This is an optimization exercise on Yosys and OpenROAD, whose aim is small area, a short achievable clock period and few clock cycles per item, not a production implementation. Function was checked by simulation only, so behaviour that the tests miss may differ from the original. Power figures rest on the tool's default switching activity, not on a simulated workload.

`config.mk`:
```
export PLATFORM = sky130hd
export DESIGN_NAME = axi_burst_master
export DESIGN_NICKNAME = axi_burst_master
export VERILOG_FILES = /design/flow/design.v
export SDC_FILE = /design/flow/constraint.sdc
export NUM_CORES = 4
export LEC_CHECK = 0
export CAP_MARGIN = 20
export CORE_MARGIN = 2
export CORE_UTILIZATION = 40
export SLEW_MARGIN = 20
```
`constraint.sdc`:
```
create_clock -name core_clock -period 4.5 [get_ports {clk}]
set_input_delay 0.9000 -clock core_clock [delete_from_list [all_inputs] [get_ports {clk}]]
set_output_delay 0.9000 -clock core_clock [all_outputs]
set_load 0.01 [all_outputs]
```
`design.v`:
```
package axi_pkg;
  typedef enum logic [1:0] {
    OKAY   = 2'b00,
    EXOKAY = 2'b01,
    SLVERR = 2'b10,
    DECERR = 2'b11
  } axi_resp_t;
  typedef enum logic [2:0] {
    ST_IDLE,
    ST_WR_BURST,
    ST_WR_RESP,
    ST_RD_ADDR,
    ST_RD_DATA,
    ST_DONE
  } axi_mst_state_t;
  function automatic integer line_off_w(input integer data_w, input integer burst_len);
    line_off_w = $clog2(burst_len * data_w / 8);
  endfunction
endpackage
module axi_beat_shifter #(
  parameter int DATA_W    = 64,
  parameter int BURST_LEN = 4
) (
  input  logic                        clk,
  input  logic                        rst,
  input  logic                        load,
  input  logic [BURST_LEN*DATA_W-1:0] load_line,
  input  logic                        advance,
  input  logic                        capture,
  input  logic [DATA_W-1:0]           beat_in,
  output logic [BURST_LEN*DATA_W-1:0] line_nxt,
  output logic [DATA_W-1:0]           beat,
  output logic                        last,
  output logic                        full
);
  localparam int LINE_W = BURST_LEN * DATA_W;
  localparam int CNT_W  = $clog2(BURST_LEN) + 1;
  localparam logic [CNT_W-1:0] LAST_IDX = CNT_W'(BURST_LEN - 1);
  localparam logic [CNT_W-1:0] FULL_CNT = CNT_W'(BURST_LEN);
  logic [LINE_W-1:0] line_q;
  logic [CNT_W-1:0]  cnt_q;
  logic [CNT_W-1:0]  idx;
  assign last = (cnt_q == LAST_IDX);
  assign full = (cnt_q == FULL_CNT);
  always_comb begin
    idx      = full ? '0 : cnt_q;
    beat     = line_q[int'(idx)*DATA_W +: DATA_W];
    line_nxt = line_q;
    if (capture && !full) line_nxt[int'(idx)*DATA_W +: DATA_W] = beat_in;
  end
  always_ff @(posedge clk) begin
    if (rst) begin
      line_q <= '0;
      cnt_q  <= '0;
    end else if (load) begin
      line_q <= load_line;
      cnt_q  <= '0;
    end else if (advance) begin
      line_q <= line_nxt;
      if (!full) cnt_q <= cnt_q + 1'b1;
    end
  end
endmodule
module axi_burst_master #(
  parameter int ADDR_W    = 32,
  parameter int DATA_W    = 64,
  parameter int BURST_LEN = 4
) (
  input  logic                        clk,
  input  logic                        rst,
  input  logic                        req_valid,
  output logic                        req_ready,
  input  logic                        req_write,
  input  logic [ADDR_W-1:0]           req_addr,
  input  logic [BURST_LEN*DATA_W-1:0] req_wdata,
  output logic                        resp_valid,
  output logic                        resp_write,
  output logic                        resp_err,
  output logic [BURST_LEN*DATA_W-1:0] resp_rdata,
  output logic [ADDR_W-1:0]           AWADDR,
  output logic [7:0]                  AWLEN,
  output logic                        AWVALID,
  input  logic                        AWREADY,
  output logic [DATA_W-1:0]           WDATA,
  output logic                        WLAST,
  output logic                        WVALID,
  input  logic                        WREADY,
  input  logic [1:0]                  BRESP,
  input  logic                        BVALID,
  output logic                        BREADY,
  output logic [ADDR_W-1:0]           ARADDR,
  output logic [7:0]                  ARLEN,
  output logic                        ARVALID,
  input  logic                        ARREADY,
  input  logic [DATA_W-1:0]           RDATA,
  input  logic [1:0]                  RRESP,
  input  logic                        RLAST,
  input  logic                        RVALID,
  output logic                        RREADY
);
  localparam int LINE_W = BURST_LEN * DATA_W;
  localparam int OFF_W  = axi_pkg::line_off_w(DATA_W, BURST_LEN);
  localparam logic [ADDR_W-1:0] ADDR_MASK = {ADDR_W{1'b1}} << OFF_W;
  localparam logic [7:0]        AX_LEN    = 8'(BURST_LEN - 1);
  axi_pkg::axi_mst_state_t state;
  logic              err;
  logic              aw_done;
  logic              accept;
  logic              aw_hs, w_hs, r_hs;
  logic              w_full, rd_last;
  logic              bresp_bad, beat_err;
  logic [ADDR_W-1:0] addr_aligned;
  logic [LINE_W-1:0] rd_line_nxt;
  logic [LINE_W-1:0] wr_line_unused;
  logic [DATA_W-1:0] rd_beat_unused;
  logic              rd_full_unused;
  assign AWLEN        = AX_LEN;
  assign ARLEN        = AX_LEN;
  assign accept       = req_valid && req_ready;
  assign aw_hs        = AWVALID && AWREADY;
  assign w_hs         = WVALID && WREADY;
  assign r_hs         = RVALID && RREADY;
  assign addr_aligned = req_addr & ADDR_MASK;
  assign bresp_bad    = (axi_pkg::axi_resp_t'(BRESP) != axi_pkg::OKAY);
  assign beat_err     = (axi_pkg::axi_resp_t'(RRESP) != axi_pkg::OKAY) || (RLAST != rd_last);
  axi_beat_shifter #(.DATA_W(DATA_W), .BURST_LEN(BURST_LEN)) u_wr_shift (
    .clk       (clk),
    .rst       (rst),
    .load      (accept),
    .load_line (req_wdata),
    .advance   (w_hs),
    .capture   (1'b0),
    .beat_in   ({DATA_W{1'b0}}),
    .line_nxt  (wr_line_unused),
    .beat      (WDATA),
    .last      (WLAST),
    .full      (w_full)
  );
  axi_beat_shifter #(.DATA_W(DATA_W), .BURST_LEN(BURST_LEN)) u_rd_shift (
    .clk       (clk),
    .rst       (rst),
    .load      (accept),
    .load_line ({LINE_W{1'b0}}),
    .advance   (r_hs),
    .capture   (1'b1),
    .beat_in   (RDATA),
    .line_nxt  (rd_line_nxt),
    .beat      (rd_beat_unused),
    .last      (rd_last),
    .full      (rd_full_unused)
  );
  always_ff @(posedge clk) begin
    if (rst) begin
      state      <= axi_pkg::ST_IDLE;
      req_ready  <= 1'b1;
      AWVALID    <= 1'b0;
      WVALID     <= 1'b0;
      BREADY     <= 1'b0;
      ARVALID    <= 1'b0;
      RREADY     <= 1'b0;
      resp_valid <= 1'b0;
      resp_write <= 1'b0;
      resp_err   <= 1'b0;
      resp_rdata <= '0;
      AWADDR     <= '0;
      ARADDR     <= '0;
      err        <= 1'b0;
      aw_done    <= 1'b0;
    end else begin
      resp_valid <= 1'b0;
      case (state)
        axi_pkg::ST_IDLE: begin
          if (accept) begin
            req_ready <= 1'b0;
            err       <= 1'b0;
            aw_done   <= 1'b0;
            if (req_write) begin
              AWADDR  <= addr_aligned;
              AWVALID <= 1'b1;
              WVALID  <= 1'b1;
              state   <= axi_pkg::ST_WR_BURST;
            end else begin
              ARADDR  <= addr_aligned;
              ARVALID <= 1'b1;
              state   <= axi_pkg::ST_RD_ADDR;
            end
          end
        end
        axi_pkg::ST_WR_BURST: begin
          if (aw_hs) begin
            AWVALID <= 1'b0;
            aw_done <= 1'b1;
          end
          if (w_hs && WLAST) WVALID <= 1'b0;
          if ((aw_done || aw_hs) && (w_full || (w_hs && WLAST))) begin
            BREADY <= 1'b1;
            state  <= axi_pkg::ST_WR_RESP;
          end
        end
        axi_pkg::ST_WR_RESP: begin
          if (BVALID) begin
            BREADY     <= 1'b0;
            err        <= err || bresp_bad;
            resp_valid <= 1'b1;
            resp_write <= 1'b1;
            resp_err   <= err || bresp_bad;
            state      <= axi_pkg::ST_DONE;
          end
        end
        axi_pkg::ST_RD_ADDR: begin
          if (ARREADY) begin
            ARVALID <= 1'b0;
            RREADY  <= 1'b1;
            state   <= axi_pkg::ST_RD_DATA;
          end
        end
        axi_pkg::ST_RD_DATA: begin
          if (r_hs) begin
            err <= err || beat_err;
            if (RLAST) begin
              RREADY     <= 1'b0;
              resp_valid <= 1'b1;
              resp_write <= 1'b0;
              resp_err   <= err || beat_err;
              resp_rdata <= rd_line_nxt;
              state      <= axi_pkg::ST_DONE;
            end
          end
        end
        axi_pkg::ST_DONE: begin
          req_ready <= 1'b1;
          state     <= axi_pkg::ST_IDLE;
        end
        default: state <= axi_pkg::ST_IDLE;
      endcase
    end
  end
endmodule
```
`run.sh`:
```
#!/bin/bash
# synth_recipe.tcl (not shown) runs the flow's synth.tcl, then flattens the netlist and writes it again
# the make line also repeats each setting of config.mk as NAME=value (left out here)
make -C /OpenROAD-flow-scripts/flow DESIGN_CONFIG=/design/flow/config.mk WORK_HOME=/design/flow/orfs CLKGATE_MAP_FILE= SYNTH_SCRIPT=/design/flow/synth_recipe.tcl finish
```
==> impl_metrics.py <==
metrics = {
    "routing": {
        "drtIter0Drc": 2232,
        "routed_via_density": 5.42,
        "dr_wl_met2_mm": 56.9,
        "vias": 29900,
        "antenna_left": 0,
        "routed_wl_mm": 121,
        "post-route-drc-count": 0,
        "highest_layer": "met5",
        "wl_per_cell_um": 21.9,
        "wl_met1_mm": 49.9,
        "first_pass_iters": 5,
        "wl_met3_mm": 9.58,
    },
    "power": {
        "swShare_pct": 26.7,
        "clkPwrFrac_pct": 42.7,
        "p_leak_nw": 15.2,
        "power_density_nw_per_um2": 417,
        "intPower_w": 0.0135,
        "p_comb_share_pct": 13.6,
        "vdd_drop_max_v": 0.000363,
        "power_frac_seq_pct": 43.6,
        "p_switching_w": 0.00491,
    },
    "die": {
        "die_width_um": 290,
        "start_util_pct": 40.5,
        "die_area_sq_um": 83900,
        "pin_count": 776,
        "core_area_sq_um": 80700,
        "fp-row-count": 104,
        "die_h_um": 290,
    },
    "worst_setup_path": {
        "reg2reg_depth": 11,
        "crit_arrival_ns": 3.43,
        "reg2reg_setup_slack_ns": 0.78,
        "r2r_start": "u_rd_shift.cnt_q[0]",
        "cp-end-kind": "output port",
        "required_ns": 3.60,
        "worstReg2RegEnd": "u_rd_shift.line_q[253]",
        "critPathKind": "reg -> out",
        "crit_fanout": 24,
        "cp-start-kind": "flop",
    },
    "cells_and_area": {
        "multi_input_area_sq_um": 14300,
        "stdcell_area_sq_um": 44100,
        "seqCellArea_sq_um": 16900,
        "nets": 4736,
        "fillCellCount": 7466,
        "instances_no_fill": 5514,
        "drive_gt1_share_pct": 6.81,
        "final_util_pct": 54.6,
        "syn2layout_area_growth_pct": 35.0,
    },
    "synthesis": {
        "ys_top_cells_by_area": "dfxtp_1 52%, nand2_1 9.7%, a22oi_1 6.7%, a21oi_1 5.6%, a211oi_1 4.4%",
        "synth_top_area_share_pct": 51.6,
        "ys_top_cells_by_count": "842 x dfxtp_1, 840 x nand2_1, 364 x a21oi_1",
        "synthFlopType": "dfxtp_1",
        "synth-seq-cells": 842,
        "synthDistinctLibCells": 53,
        "syn-instance-count": 3802,
        "synth-async-reset-ratio_pct": 0,
        "synth_top_area_cell": "dfxtp_1",
        "seq_area_frac_synth_pct": 51.6,
        "postSynthAreaPerCell_sq_um": 8.59,
        "ys_warn_count": 2,
        "synth-edff-count": 0,
        "netlist_area_sq_um": 32700,
        "yosys.cell_count.top_type": "dfxtp_1",
    },
    "clock_network": {
        "root_buffer": "clkbuf_16",
        "clk_pin_slew_ns": 0.06,
        "cts_setup_buffers": 0,
        "numCtsBuffers": 92,
        "cts_tree": "built",
        "clkLatencyLatePin_ns": 0.65,
        "clockBufferDepth": 3,
        "clock_sinks": 842,
        "htree_levels": 3,
    },
    "min_path": {
        "min_to": "resp_rdata[83]",
        "min_path_cells": 2,
        "worstHoldPathType": "reg -> reg",
        "worstHoldStart": "resp_rdata[83]",
    },
    "sta": {
        "fin_crit_sh_pct": 96.2,
        "finalHoldViolCount": 0,
        "max_slew_margin_pct": 25.8,
        "fin_worst_skew_ns": 0.0230,
        "drv_slew": 0,
        "worstMarginPinSlew_ns": 1.11,
        "fin_tns_setup_ns": 0,
        "grt_setup_unrepaired": "no",
        "fmax_ghz": 0.231,
        "fin_ws_ns": 0.173,
        "period_minus_slack_ns": 4.33,
        "setup_viol": 0,
    },
    "global_routing": {
        "grt_pass1_wl_mm": 176,
        "gr-total-overflow": 0,
        "grt_antenna_before_repair": 26,
        "grt_start_max_net_pins": 213,
        "grt_pass1_vias": 27500,
        "grtUsageTotal_pct": 27.2,
    },
    "place": {
        "place_ws_ns": 0.744,
        "place.gp.congestion": 0.897,
        "dp_cells": 5324,
        "io_buffers": 744,
        "dpl_cell_area_sq_um": 40800,
        "dp_hpwl_mm": 80.7,
    },
    "run": {
        "maxCapViolations": 0,
    },
    "status": {
        "outcome": "finished clean",
    },
}
-- critical path: stages, from the launching register on --
cell,delay [ns]
dfxtp_1,0.47
inv_1,0.08
ha_1,0.30
a21oi_4,0.50
buf_12,0.30
mux2i_1,0.11
a211oi_1,0.27
clkdlybuf4s50_1,0.72
-- routing by layer --
layer | global-route usage (%) | vias to the layer above
li1 | - | 14400
met5 | 0 | -
met2 | 43.8 | 941
met3 | 7.77 | 217
met1 | 34.2 | 14300
met4 | 11.2 | 14
-- power groups by stage --
stage	combinational (W)	sequential (W)	clock (W)
after floorplan	0.00140	0.00815	0
after global placement	0.00250	0.00817	0
after detailed placement	0.00251	0.00818	0
after CTS	0.00252	0.00802	0.00801
after global routing	0.00273	0.00806	0.00831
final	0.00251	0.00803	0.00786
-- through the flow --
step	hold slack (ns)	power (W)
floorplan	0.432	0.00955
global placement	0.433	0.0107
detailed placement	0.441	0.0107
CTS	0.449	0.0186
global route	0.460	0.0191
finish	0.445	0.0184
-- layout by cell type (no fill, tap or decap), types with 12 or more instances in the layout --
master           netlist  layout
a211oi_1             192     192
a21oi_1              364     363
a22oi_1              290     290
a22oi_2               30      30
a32oi_1               66      66
buf_12                 0      29
buf_4                 29      33
clkbuf_1             229      16
clkbuf_16              0      92
clkbuf_8               0      25
clkdlybuf4s50_1        0     743
clkinv_2               0      19
conb_1                 2      26
dfxtp_1              842     841
diode_2                0      21
ha_1                  12      12
inv_1                 14      14
mux2i_1               93      93
nand2_1              840     836
nor2_1               204     202
nor2_2                30      30
nor2b_1               69      69
o21ai_0              281     281
o21ai_1               43      43
-- timing repair --
| action | CTS | global route |
|---|---|---|
| hold buffers | 0 | 0 |
| resized for setup | 0 | 2 |
| setup endpoints to repair | 0 | 7 |
-- layout make-up --
cell class	instances	area share (%)
clock buffers	133	6.14
diodes	21	0.119
clock inverters	36	1.10
inverters	14	0.119
flip-flops and latches	842	38.3
multi-input cells	2601	32.4
repair buffers	807	18.8
well taps	1060	3.01
-- kinds of logic after synthesis --
kind of cell / count (synthesis) / synth area share [%]
AOI/OAI and AO/OA: 1281 / 24.9
and+or+nand+nor: 1185 / 14.8
DFF: 842 / 51.6
buffers and inverters: 383 / 5.20
muxes: 94 / 2.89
adders and majority gates: 12 / 0.460
xor gates and xnor gates: 3 / 0.0805
other: 2 / 0.0230
-- state kept, by name (all words and copies together), names as in the netlist, 3 cells and up --
| signal | count |
|---|---|
| u_wr_shift.line_q | 256 |
| ARADDR | 27 |
| AWADDR | 27 |
| u_wr_shift.cnt_q | 3 |
| resp_rdata | 256 |
| u_rd_shift.line_q | 256 |
| u_rd_shift.cnt_q | 3 |
| state | 3 |
-- worst max-delay path by stage --
stage | from | slack, ns | cells past startpoint | endpoint
finish | u_wr_shift.cnt_q[1] | 0.17 | 7 | WDATA[58]
global route | u_wr_shift.cnt_q[1] | 0.01 | 7 | WDATA[45]
CTS | u_wr_shift.cnt_q[0] | 0.04 | 5 | WDATA[28]
detailed placement | u_wr_shift.cnt_q[0] | 0.74 | 5 | WDATA[28]
global placement | u_wr_shift.cnt_q[0] | 0.81 | 5 | WDATA[45]
floorplan | u_rd_shift.cnt_q[0] | 1.71 | 11 | u_rd_shift.line_q[34]
Testbench counts, summed over its fixed seeds: cycles 35,423, items 3,200.

## re-timing with driven ports
In the flow no input, the clock included, has a driving cell. The finished layout below was timed again as built, in two steps. Step 1 assumes that a clkbuf_16 drives the clock port and a buf_2 every other input. Step 2 times the ports against the registers' clock, not the clock port: input delays grow and output delays shrink by t, the midpoint of the rising clock arrivals with the driver on. Slacks: ideal / step 1 / step 2; pairs: ideal / step 1.
t, ns: 0.708
setup WS [ns]: 0.173 / 0.108 / 0.775
hold slack, ns: 0.445 / 0.445 / 0.445
worst register clock-pin slew, ns: 0.06 / 0.06
After both steps this run still meets setup and hold. For this run, drivers alone change the setup slack by -0.065 ns; drivers and shift together by +0.602 ns.
